Source: an optimization exercise on an open RTL-to-GDS flow (aim: small area and a short achievable clock period). Production flows keep margins and buffers that such runs may drop. RTL that was checked went through simulation tests only; none was proved equivalent to the original. Power is estimated from default activity; no workload was simulated.

==> branch onyx <==
==> flow/design.v <==
package xor128_prng_bank_pkg;
  localparam int unsigned WORD_W  = 32;
  localparam logic [WORD_W-1:0] DEF_SEED0 = 32'd123456789;
  localparam logic [WORD_W-1:0] DEF_SEED1 = 32'd362436069;
  localparam logic [WORD_W-1:0] DEF_SEED2 = 32'd521288629;
  localparam logic [WORD_W-1:0] DEF_SEED3 = 32'd88675123;
  function automatic logic [WORD_W-1:0] xs_next_word(input logic [WORD_W-1:0] x,
                                                     input logic [WORD_W-1:0] w);
    logic [WORD_W-1:0] t;
    t = x ^ (x << 11);
    xs_next_word = w ^ (w >> 19) ^ t ^ (t >> 8);
  endfunction
endpackage
module xor128_lane
(
  input  logic              clk,
  input  logic              step_en,
  input  logic              seeding,
  input  logic [31:0]       shift_in,
  output logic [31:0]       x_o,
  output logic [31:0]       w_o
);
  logic [31:0] x_q, y_q, z_q, w_q;
  always_ff @(posedge clk) begin : lane_reg
    if (step_en) begin
      x_q <= y_q;
      y_q <= z_q;
      z_q <= w_q;
      w_q <= seeding ? shift_in : xor128_prng_bank_pkg::xs_next_word(x_q, w_q);
    end
  end
  assign x_o = x_q;
  assign w_o = w_q;
endmodule
module xor128_prng_bank
#(
  parameter int unsigned SIZE   = 8,
  parameter int unsigned WARMUP = 16,
  parameter logic [31:0] SEED0  = xor128_prng_bank_pkg::DEF_SEED0,
  parameter logic [31:0] SEED1  = xor128_prng_bank_pkg::DEF_SEED1,
  parameter logic [31:0] SEED2  = xor128_prng_bank_pkg::DEF_SEED2,
  parameter logic [31:0] SEED3  = xor128_prng_bank_pkg::DEF_SEED3
) (
  input  logic                 iClk,
  input  logic                 iRst_n,
  input  logic                 iSeedValid,
  input  logic [127:0]         iSeed,
  output logic [SIZE*32-1:0]   oRand,
  output logic                 oValid,
  input  logic                 iReady,
  output logic                 oBusy
);
  localparam int unsigned CNT_W    = 6;   
  localparam logic [CNT_W-1:0] SEED_END = CNT_W'(4 * SIZE);
  localparam logic [CNT_W-1:0] LAST_CNT = CNT_W'(4 * SIZE + WARMUP - 1);
  localparam logic [31:0] DEF_WORD0 = xor128_prng_bank_pkg::xs_next_word(SEED0, SEED3);
  localparam logic [127:0] DEF_STEP1 = {DEF_WORD0, SEED3, SEED2, SEED1};
  logic             run_q;     
  logic [CNT_W-1:0] cnt_q;     
  logic             dflt_q;    
  logic             seeding;
  logic             step_en;
  always_ff @(posedge iClk or negedge iRst_n) begin : fsm_reg
    if (!iRst_n) begin
      run_q  <= 1'b0;
      cnt_q  <= '0;
      dflt_q <= 1'b1;
    end else if (iSeedValid) begin
      run_q  <= 1'b0;
      cnt_q  <= '0;
      dflt_q <= (iSeed == '0);
    end else begin
      dflt_q <= 1'b0;
      if (!run_q) begin
        cnt_q <= cnt_q + CNT_W'(1);
        if (cnt_q == LAST_CNT) run_q <= 1'b1;
      end
    end
  end
  assign seeding = !run_q && (cnt_q < SEED_END);
  assign step_en = !run_q || iReady;
  logic [31:0] lx_q, ly_q, lz_q, lw_q;
  always_ff @(posedge iClk) begin : last_lane_reg
    if (iSeedValid) begin
      {lw_q, lz_q, ly_q, lx_q} <= iSeed;
    end else if (dflt_q) begin
      {lw_q, lz_q, ly_q, lx_q} <= DEF_STEP1;
    end else if (step_en) begin
      lx_q <= ly_q;
      ly_q <= lz_q;
      lz_q <= lw_q;
      lw_q <= xor128_prng_bank_pkg::xs_next_word(lx_q, lw_q);
    end
  end
  logic [31:0] chain_x [SIZE];
  assign chain_x[SIZE-1] = lx_q;
  assign oRand[(SIZE-1)*32 +: 32] = lw_q;
  for (genvar k = 0; k < SIZE - 1; k++) begin : g_lane
    logic [31:0] lane_w;
    xor128_lane u_lane (
      .clk      (iClk),
      .step_en  (step_en),
      .seeding  (seeding),
      .shift_in (chain_x[k+1]),
      .x_o      (chain_x[k]),
      .w_o      (lane_w)
    );
    assign oRand[k*32 +: 32] = lane_w;
  end
  assign oValid = run_q;
  assign oBusy  = !run_q;
endmodule
==> flow/flow/run.sh <==
#!/bin/bash
# Standard ORFS layout, with plain buffers (instead of the resizer's default pick) on the ports.
set -euo pipefail
export BUFFER_PORTS_ARGS="-buffer_cell sky130_fd_sc_hd__buf_2"
bash standard.sh > standard_flow.log 2>&1
==> flow/standard.sh <==
#!/bin/bash
# synth_recipe.tcl (not shown) runs the flow's synth.tcl, then flattens the netlist and writes it again
# the make line also repeats each setting of config.mk as NAME=value (left out here)
make -C /OpenROAD-flow-scripts/flow DESIGN_CONFIG=/design/flow/config.mk WORK_HOME=/design/flow/orfs CLKGATE_MAP_FILE= SYNTH_SCRIPT=/design/flow/synth_recipe.tcl "${@:-finish}"
==> flow/config.mk <==
export PLATFORM = sky130hd
export DESIGN_NAME = xor128_prng_bank
export DESIGN_NICKNAME = xor128_prng_bank
export VERILOG_FILES = /design/flow/design.v
export SDC_FILE = /design/flow/constraint.sdc
export NUM_CORES = 4
export LEC_CHECK = 0
export CAP_MARGIN = 20
export CORE_MARGIN = 2
export CORE_UTILIZATION = 60
export SLEW_MARGIN = 20
==> flow/constraint.sdc <==
create_clock -name core_clock -period 3.0 [get_ports {iClk}]
set_input_delay 0.6000 -clock core_clock [delete_from_list [all_inputs] [get_ports {iClk}]]
set_output_delay 0.6000 -clock core_clock [all_outputs]
set_load 0.01 [all_outputs]
==> branch harbor (differences from branch onyx) <==
--- a/flow/design.v
+++ b/flow/design.v
@@ -23,2 +23,8 @@
   logic [31:0] x_q, y_q, z_q, w_q;
+  logic [31:0] t, delta, w_d;
+  always_comb begin : lane_w_next
+    t     = x_q ^ (x_q << 11);
+    delta = (w_q >> 19) ^ t ^ (t >> 8);
+    w_d   = (w_q & {32{!seeding}}) ^ (seeding ? shift_in : (delta & {32{step_en}}));
+  end
   always_ff @(posedge clk) begin : lane_reg
@@ -28,4 +34,4 @@
       z_q <= w_q;
-      w_q <= seeding ? shift_in : xor128_prng_bank_pkg::xs_next_word(x_q, w_q);
     end
+    w_q <= w_d;
   end
@@ -57,6 +63,8 @@
   localparam logic [127:0] DEF_STEP1 = {DEF_WORD0, SEED3, SEED2, SEED1};
-  logic             run_q;     
-  logic [CNT_W-1:0] cnt_q;     
-  logic             dflt_q;    
-  logic             seeding;
+  logic             run_q;       
+  logic             valid_q;     
+  logic             busy_q;      
+  logic [CNT_W-1:0] cnt_q;       
+  logic             seeding_q;   
+  logic             dflt_q;      
   logic             step_en;
@@ -64,9 +72,15 @@
     if (!iRst_n) begin
-      run_q  <= 1'b0;
-      cnt_q  <= '0;
-      dflt_q <= 1'b1;
+      run_q     <= 1'b0;
+      valid_q   <= 1'b0;
+      busy_q    <= 1'b1;
+      cnt_q     <= '0;
+      seeding_q <= 1'b1;
+      dflt_q    <= 1'b1;
     end else if (iSeedValid) begin
-      run_q  <= 1'b0;
-      cnt_q  <= '0;
-      dflt_q <= (iSeed == '0);
+      run_q     <= 1'b0;
+      valid_q   <= 1'b0;
+      busy_q    <= 1'b1;
+      cnt_q     <= '0;
+      seeding_q <= 1'b1;
+      dflt_q    <= (iSeed == '0);
     end else begin
@@ -75,3 +89,8 @@
         cnt_q <= cnt_q + CNT_W'(1);
-        if (cnt_q == LAST_CNT) run_q <= 1'b1;
+        if (cnt_q == SEED_END - CNT_W'(1)) seeding_q <= 1'b0;
+        if (cnt_q == LAST_CNT) begin
+          run_q   <= 1'b1;
+          valid_q <= 1'b1;
+          busy_q  <= 1'b0;
+        end
       end
@@ -79,3 +98,2 @@
   end
-  assign seeding = !run_q && (cnt_q < SEED_END);
   assign step_en = !run_q || iReady;
@@ -84,5 +102,5 @@
     if (iSeedValid) begin
-      {lw_q, lz_q, ly_q, lx_q} <= iSeed;
+      {lz_q, ly_q, lx_q} <= iSeed[95:0];
     end else if (dflt_q) begin
-      {lw_q, lz_q, ly_q, lx_q} <= DEF_STEP1;
+      {lz_q, ly_q, lx_q} <= DEF_STEP1[95:0];
     end else if (step_en) begin
@@ -91,4 +109,16 @@
       lz_q <= lw_q;
-      lw_q <= xor128_prng_bank_pkg::xs_next_word(lx_q, lw_q);
     end
+  end
+  logic [31:0] lt, ldelta, lw_d;
+  logic        lw_load;
+  always_comb begin : last_lane_w
+    lt      = lx_q ^ (lx_q << 11);
+    ldelta  = (lw_q >> 19) ^ lt ^ (lt >> 8);
+    lw_load = iSeedValid || dflt_q;
+    if (iSeedValid)  lw_d = iSeed[127:96];
+    else if (dflt_q) lw_d = DEF_STEP1[127:96];
+    else             lw_d = lw_q ^ (ldelta & {32{step_en}});
+  end
+  always_ff @(posedge iClk) begin : last_lane_w_reg
+    lw_q <= lw_d;
   end
@@ -102,3 +132,3 @@
       .step_en  (step_en),
-      .seeding  (seeding),
+      .seeding  (seeding_q),
       .shift_in (chain_x[k+1]),
@@ -109,4 +139,4 @@
   end
-  assign oValid = run_q;
-  assign oBusy  = !run_q;
+  assign oValid = valid_q;
+  assign oBusy  = busy_q;
 endmodule
==> qor summary <==
metric	branch harbor	branch onyx
Result of the run	complete, no violations	complete, no violations
Tap Cells	882	931
Syn Nets	3032	2753
CP Depth	6	2
Pin slew with the least headroom to its limit	0.796 ns	0.822 ns
Met1 track demand over resource in global routing	0.391	0.372
Part of the total power dissipated in the clock network	0.349	0.331
Xor and xnor fraction of the mapped netlist area	0.127	0.159
Post-Route Skew	0.0199 ns	0.0200 ns
Multi-input gates	1694	1500
Simple-Gate Fraction of Synth Area	0.0925	0.0412
Final sequential cell count	1035	1032
Power dissipated in combinational cells	4.75 mW	5.60 mW
Length in cells of the worst reg-to-reg path	6	5
Power share of the combinational group	0.132	0.150
Iteration-0 DRC count of the detailed router	2308	2399
Largest net degree at the start of global routing	173	118
Kind of critical path	flop to flop	flop to primary output
Post-Syn Area	41200 um^2	41900 um^2
Number of standard cells in the layout, taps in and fillers out	4258	4096
Routed Wire Length	103 mm	97.4 mm
Total clock network power	12.5 mW	12.4 mW
Final net count	3417	3216
X dimension of the die	266 um	268 um
Via Count	25300	22800
No functional check of the RTL was part of branch harbor.

[re-timing with driven ports]
The results above use ideal ports. As a check the final layouts listed here were re-extracted and re-timed, cells and wires unchanged.
Step 1 assumes that a clkbuf_16 drives the clock port and a buf_2 every other input.
Step 2 adds t to the input delays and takes it off the output delays; t is the mean of the earliest and latest rising clock arrival at the registers after step 1. Input paths then give back, and output paths get back, about the clock's delay inside the block.
a / b / c = no drivers / after step 1 / after step 2; a / b = the first two.
| run | t, ns | setup WS [ns] | worst hold slack (ns) | worst setup path after step 2 | slew at the worst register clock pin (ns) |
|---|---|---|---|---|---|
| branch onyx | 0.720 | 0.823 / 0.754 / 0.753 | 0.222 / 0.180 / 0.408 | input to register | 0.07 / 0.07 |
| branch harbor | 0.722 | 0.912 / 0.906 / 0.578 | 0.162 / 0.118 / 0.405 | input to register | 0.06 / 0.06 |
After both steps every run listed still meets setup and hold. The setup slack of branch harbor, which loses most, moves by -0.006 ns with the drivers and by -0.334 ns with both steps.
